What follows belongs to an exercise in optimizing a design on an open flow for small area, a short achievable clock period and few clock cycles per item; a production flow would make more cautious choices. Only simulation tests tie the RTL to the original design; equivalence was not proved.

==> delta <==
Design cosine_distance_unit, start of the top module:
module cosine_distance_unit #(
    parameter int W     = 16,
    parameter int FRAC  = 11,
    parameter int TERMS = 4
) (
    input  logic         clk,
    input  logic         reset_n,
    input  logic         start,
    input  logic [W-1:0] x_in,
    input  logic [W-1:0] v_in,
    output logic         busy,
    output logic         done,
    output logic [W-1:0] cos_out,
    output logic [W-1:0] distance,
    output logic         sat
);
==> module cosine_distance_unit, before the edit <==
module cosine_distance_unit #(
    parameter int W     = 16,
    parameter int FRAC  = 11,
    parameter int TERMS = 4
) (
    input  logic         clk,
    input  logic         reset_n,
    input  logic         start,
    input  logic [W-1:0] x_in,
    input  logic [W-1:0] v_in,
    output logic         busy,
    output logic         done,
    output logic [W-1:0] cos_out,
    output logic [W-1:0] distance,
    output logic         sat
);
    logic s1_q, s2_q, s3_q, done_q;
    logic accept;
    logic [15:0] a_q, b_q, d_q;
    logic        sat_q;
    assign busy   = s1_q | s2_q | s3_q;
    assign accept = start & ~busy;
    logic signed [13:0] xs;
    logic        [27:0] sq;
    logic               sq_ovf;
    logic        [14:0] x2_in;
    assign xs     = x_in[13:0];
    assign sq     = xs * xs;
    assign sq_ovf = (x_in[15:13] != 3'b000 && x_in[15:13] != 3'b111) || sq[26];
    assign x2_in  = sq_ovf ? 15'h7fff : sq[25:11];
    logic signed [31:0] prod;
    assign prod = $signed(a_q) * $signed(b_q) + $signed({21'd0, {11{s1_q}}});
    logic        q_big, sat1;
    logic [11:0] term2;
    logic [23:0] t2_full;
    assign q_big   = prod[31:26] != 6'd0;
    assign sat1    = (prod[31:27] != 5'd0) || (prod[26] && prod[25:11] != 15'd0);
    assign t2_full = prod[25:11] * 9'd171 + 24'd2047;
    assign term2   = q_big ? 12'd2736 : t2_full[22:11];
    logic        sat2;
    logic [10:0] t3;
    logic [19:0] t3_full;
    logic [15:0] expr3;
    assign sat2    = prod[31:26] != 6'd0;
    assign t3_full = prod[25:11] * 5'd17;
    assign t3      = sat2 ? 11'd1087 : t3_full[19:9];
    assign expr3   = 16'd2048 - {2'b00, b_q[14:1]} + {4'b0000, a_q[11:0]} - {5'b00000, t3};
    logic        sat3;
    logic [15:0] dres;
    assign sat3 = !(prod[31:26] == 6'h00 || prod[31:26] == 6'h3f);
    assign dres = sat3 ? (prod[31] ? 16'h8000 : 16'h7fff) : prod[26:11];
    always_ff @(posedge clk or negedge reset_n) begin
        if (!reset_n) begin
            s1_q   <= 1'b0;
            s2_q   <= 1'b0;
            s3_q   <= 1'b0;
            done_q <= 1'b0;
        end else begin
            s1_q <= accept;
            s2_q <= s1_q;
            s3_q <= s2_q;
            if (accept) done_q <= 1'b0;
            else if (s3_q) done_q <= 1'b1;
        end
    end
    always_ff @(posedge clk) begin
        if (s1_q) a_q <= {4'b0000, term2};
        else if (s2_q) a_q <= d_q;
        else a_q <= {2'b00, x2_in[14:1]};
        if (accept) b_q <= {1'b0, x2_in};
        else if (s2_q) b_q <= expr3;
        if (accept) d_q <= v_in;
        else if (s3_q) d_q <= dres;
        if (accept) sat_q <= sq_ovf;
        else if (s1_q) sat_q <= sat_q | sat1;
        else if (s2_q) sat_q <= sat_q | sat2;
        else if (s3_q) sat_q <= sat_q | sat3;
    end
    assign done     = done_q;
    assign cos_out  = b_q;
    assign distance = d_q;
    assign sat      = sat_q;
endmodule
export LEC_CHECK = 0
export CAP_MARGIN = 20
export CORE_MARGIN = 2
export CORE_UTILIZATION = 40
export SLEW_MARGIN = 20
create_clock -name core_clock -period 12.0 [get_ports {clk}]
run.sh (not shown) runs the stock make flow with config.mk's settings and CLKGATE_MAP_FILE= SYNTH_SCRIPT=/design/flow/synth_recipe.tcl, a recipe that flattens the netlist after the stock synthesis.
==> umber: changes against delta <==
Settings changed: SETUP_SLACK_MARGIN set to 4.
==> maple: changes against delta <==
==> flow/design.v (replaced) <==
module cosine_distance_unit #(
    parameter int W     = 16,
    parameter int FRAC  = 11,
    parameter int TERMS = 4
) (
    input  logic         clk,
    input  logic         reset_n,
    input  logic         start,
    input  logic [W-1:0] x_in,
    input  logic [W-1:0] v_in,
    output logic         busy,
    output logic         done,
    output logic [W-1:0] cos_out,
    output logic [W-1:0] distance,
    output logic         sat
);
    logic s1_q, s2_q, s3_q, done_q;
    logic accept;
    logic [15:0] a_q, b_q, d_q;
    logic        xo_q, hi_q, ds_q;
    logic        sat_q;
    assign busy   = s1_q | s2_q | s3_q;
    assign accept = start & ~busy;
    logic [15:0] x2f;
    assign x2f = {a_q[15], a_q[14:0] | {15{xo_q & ~s3_q}}};
    logic [14:0] bc;
    assign bc = b_q[14:0];
    logic [22:0] cr7, cr5, cr3, cr1, cr0, crk;
    logic [22:0] ca_s, ca_c, cb_s, cb_c, cc_s, cc_c, cd_s, cd_c;
    logic [22:0] t2_full;
    logic [11:0] term2;
    assign cr7  = {1'd0, bc, 7'd0};
    assign cr5  = {3'd0, bc, 5'd0};
    assign cr3  = {5'd0, bc, 3'd0};
    assign cr1  = {7'd0, bc, 1'd0};
    assign cr0  = {8'd0, bc};
    assign crk  = 23'd2047;
    assign ca_s = cr7 ^ cr5 ^ cr3;
    assign ca_c = {(cr7[21:0] & cr5[21:0]) | (cr7[21:0] & cr3[21:0]) | (cr5[21:0] & cr3[21:0]), 1'b0};
    assign cb_s = cr1 ^ cr0 ^ crk;
    assign cb_c = {(cr1[21:0] & cr0[21:0]) | (cr1[21:0] & crk[21:0]) | (cr0[21:0] & crk[21:0]), 1'b0};
    assign cc_s = ca_s ^ ca_c ^ cb_s;
    assign cc_c = {(ca_s[21:0] & ca_c[21:0]) | (ca_s[21:0] & cb_s[21:0]) | (ca_c[21:0] & cb_s[21:0]), 1'b0};
    assign cd_s = cc_s ^ cc_c ^ cb_c;
    assign cd_c = {(cc_s[21:0] & cc_c[21:0]) | (cc_s[21:0] & cb_c[21:0]) | (cc_c[21:0] & cb_c[21:0]), 1'b0};
    assign t2_full = cd_s + cd_c;
    assign term2   = t2_full[22:11];
    logic [19:0] t3_full;
    logic [15:0] expr3;
    assign t3_full = bc * 5'd17;
    assign expr3   = d_q - {5'd0, t3_full[19:9]};
    logic [15:0] mr;
    logic [14:0] mcand;
    assign mr = busy ? x2f : {{2{x_in[13]}}, x_in[13:0]};
    always_comb begin
        if (s1_q) mcand = {1'b0, x2f[14:1]};
        else if (s2_q) mcand = {3'd0, term2};
        else if (s3_q) mcand = expr3[14:0];
        else mcand = {x_in[13], x_in[13:0]};
    end
    logic [15:0] me;
    logic [16:0] bx;
    logic [15:0] row [8];
    logic [29:0] rsum [8];
    logic [29:0] negv;
    logic [29:0] prod;
    assign me = {mcand[14], mcand};
    assign bx = {mr, 1'b0};
    always_comb begin
        negv = '0;
        for (int i = 0; i < 8; i++) begin
            logic b0, b1, b2, one, two, neg;
            b0  = bx[2*i];
            b1  = bx[2*i+1];
            b2  = bx[2*i+2];
            one = b0 ^ b1;
            two = (b2 & ~b1 & ~b0) | (~b2 & b1 & b0);
            neg = b2;
            for (int j = 0; j < 16; j++) begin
                row[i][j] = ((one & me[j]) | (two & ((j == 0) ? 1'b0 : me[j-1]))) ^ neg;
            end
            negv[2*i] = neg;
            rsum[i] = {14'd0, ~row[i][15], row[i][14:0]} << (2*i);
        end
    end
    localparam logic [29:0] KSE = 30'h1555_8000;
    logic [29:0] kadd;
    assign kadd = KSE | {19'd0, {11{s1_q}}};
    assign prod = rsum[0] + rsum[1] + rsum[2] + rsum[3] + rsum[4] + rsum[5] + rsum[6] + rsum[7]
                + negv + kadd;
    logic x2ovf;
    assign x2ovf = (x_in[15:13] != 3'b000 && x_in[15:13] != 3'b111) || prod[26];
    logic hi, sat1, sat3;
    assign hi   = prod[29:26] != 4'd0;
    assign sat1 = (prod[29:27] != 3'd0) || (prod[26] && prod[25:11] != 15'd0);
    assign sat3 = hi_q | (d_q[15] ^ ds_q);
    logic [15:0] e2;
    assign e2 = 16'd2048 - {2'b00, x2f[14:1]} + {4'd0, term2};
    always_ff @(posedge clk or negedge reset_n) begin
        if (!reset_n) begin
            s1_q   <= 1'b0;
            s2_q   <= 1'b0;
            s3_q   <= 1'b0;
            done_q <= 1'b0;
        end else begin
            s1_q <= accept;
            s2_q <= s1_q;
            s3_q <= s2_q;
            if (accept) done_q <= 1'b0;
            else if (s3_q) done_q <= 1'b1;
        end
    end
    always_ff @(posedge clk) begin
        if (accept) a_q <= {1'b0, prod[25:11]};
        else if (s2_q) a_q <= d_q;
        if (accept) xo_q <= x2ovf;
        if (s1_q | s2_q) b_q <= {1'b0, prod[25:11] | {15{hi}}};
        else if (s3_q) b_q <= expr3;
        if (busy) begin
            hi_q <= (s3_q ? ((prod[29:27] != 3'b000) && (prod[29:27] != 3'b111))
                          : (prod[29:27] != 3'b000));
            ds_q <= prod[29];
        end
        if (accept) d_q <= v_in;
        else if (s2_q) d_q <= e2;
        else if (s3_q) d_q <= prod[26:11];
        if (accept) sat_q <= x2ovf;
        else if (s1_q) sat_q <= sat_q | sat1;
        else if (s2_q) sat_q <= sat_q | hi;
    end
    assign done     = done_q;
    assign cos_out  = b_q;
    assign distance = sat3 ? (ds_q ? 16'h8000 : 16'h7fff) : d_q;
    assign sat      = sat_q | sat3;
endmodule
Settings changed: ABC_AREA set to 1.
==> impl_metrics.yaml <==
logic_synthesis:
  yosys-top-cells-area: "fa_1, ha_1, nand2_1"
  synth_simple_gate_area_frac: 0.219
worst_setup_path:
  crit_slowest_cell: "inv_1"
  cp_common_cell: "nand2_1"
drt:
  m1WireLength_um: 22500
outcome:
  status: "complete, no violations"
layout:
  multi_input_area_share: 0.703
floorplan:
  die_h_um: 193
-- figures above: maple

==> impl_metrics.yaml <==
outcome:
  status: "complete, no violations"
layout:
  multi_input_area_share: 0.762
  clock_area_frac: 0.00643
logic_synthesis:
  synth_simple_gate_area_frac: 0.137
  yosys-top-cells-area: "fa_1, ha_1, inv_1"
worst_setup_path:
  cp_common_cell: "fa_1"
  crit_slowest_cell: "edfxtp_1"
floorplan:
  die_h_um: 241
-- figures above: delta

==> impl_metrics.yaml <==
worst_setup_path:
  criticalPathCategory: "flip-flop to flip-flop"
  crit_slowest_cell: "or4_4"
  cp_common_cell: "buf_4"
worst_hold_path:
  holdPathStages: 1
place:
  routabilityCongestion: 0.918
outcome:
  status: "complete, no violations"
floorplan:
  die_h_um: 241
logic_synthesis:
  synth_cell_types: 72
  yosys-top-cells-area: "fa_1, ha_1, inv_1"
  synth_simple_gate_area_frac: 0.137
global_route:
  grt_most_used_layer: "met2"
drt:
  m1WireLength_um: 26700
-- figures above: umber

Testbench counts of delta, summed over its fixed seeds: cycles 6,400, items 1,600.
Testbench counts of umber, summed over its fixed seeds: cycles 6,400, items 1,600.
Testbench counts of maple, summed over its fixed seeds: cycles 6,400, items 1,600.

afterwards: timing with drivers on the ports:
In the flow no input, the clock included, has a driving cell. The finished layouts below were timed again as built, in two steps.
Step 1: set_driving_cell puts a clkbuf_16 on clk and a buf_2 on each other input, an assumption about the parent block.
Step 2 also shifts input and output timing later by t, the mid clock arrival at the registers, as if the neighbouring blocks saw the same clock.
Three values: no drivers, after step 1, after step 2; two values: the first two.
run	t (ns)	setup WS [ns]	worst setup path after step 2	clock arrival spread, ns	slew at the worst register clock pin (ns)
delta	0.337	0.520 / 0.520 / 0.520	register to register	0.010 / 0.010	0.08 / 0.08
umber	0.337	2.065 / 2.065 / 2.065	register to register	0.008 / 0.008	0.08 / 0.08
maple	0.340	0.915 / 0.915 / 0.915	register to register	0.004 / 0.004	0.07 / 0.07
After both steps every run listed still meets setup and hold.
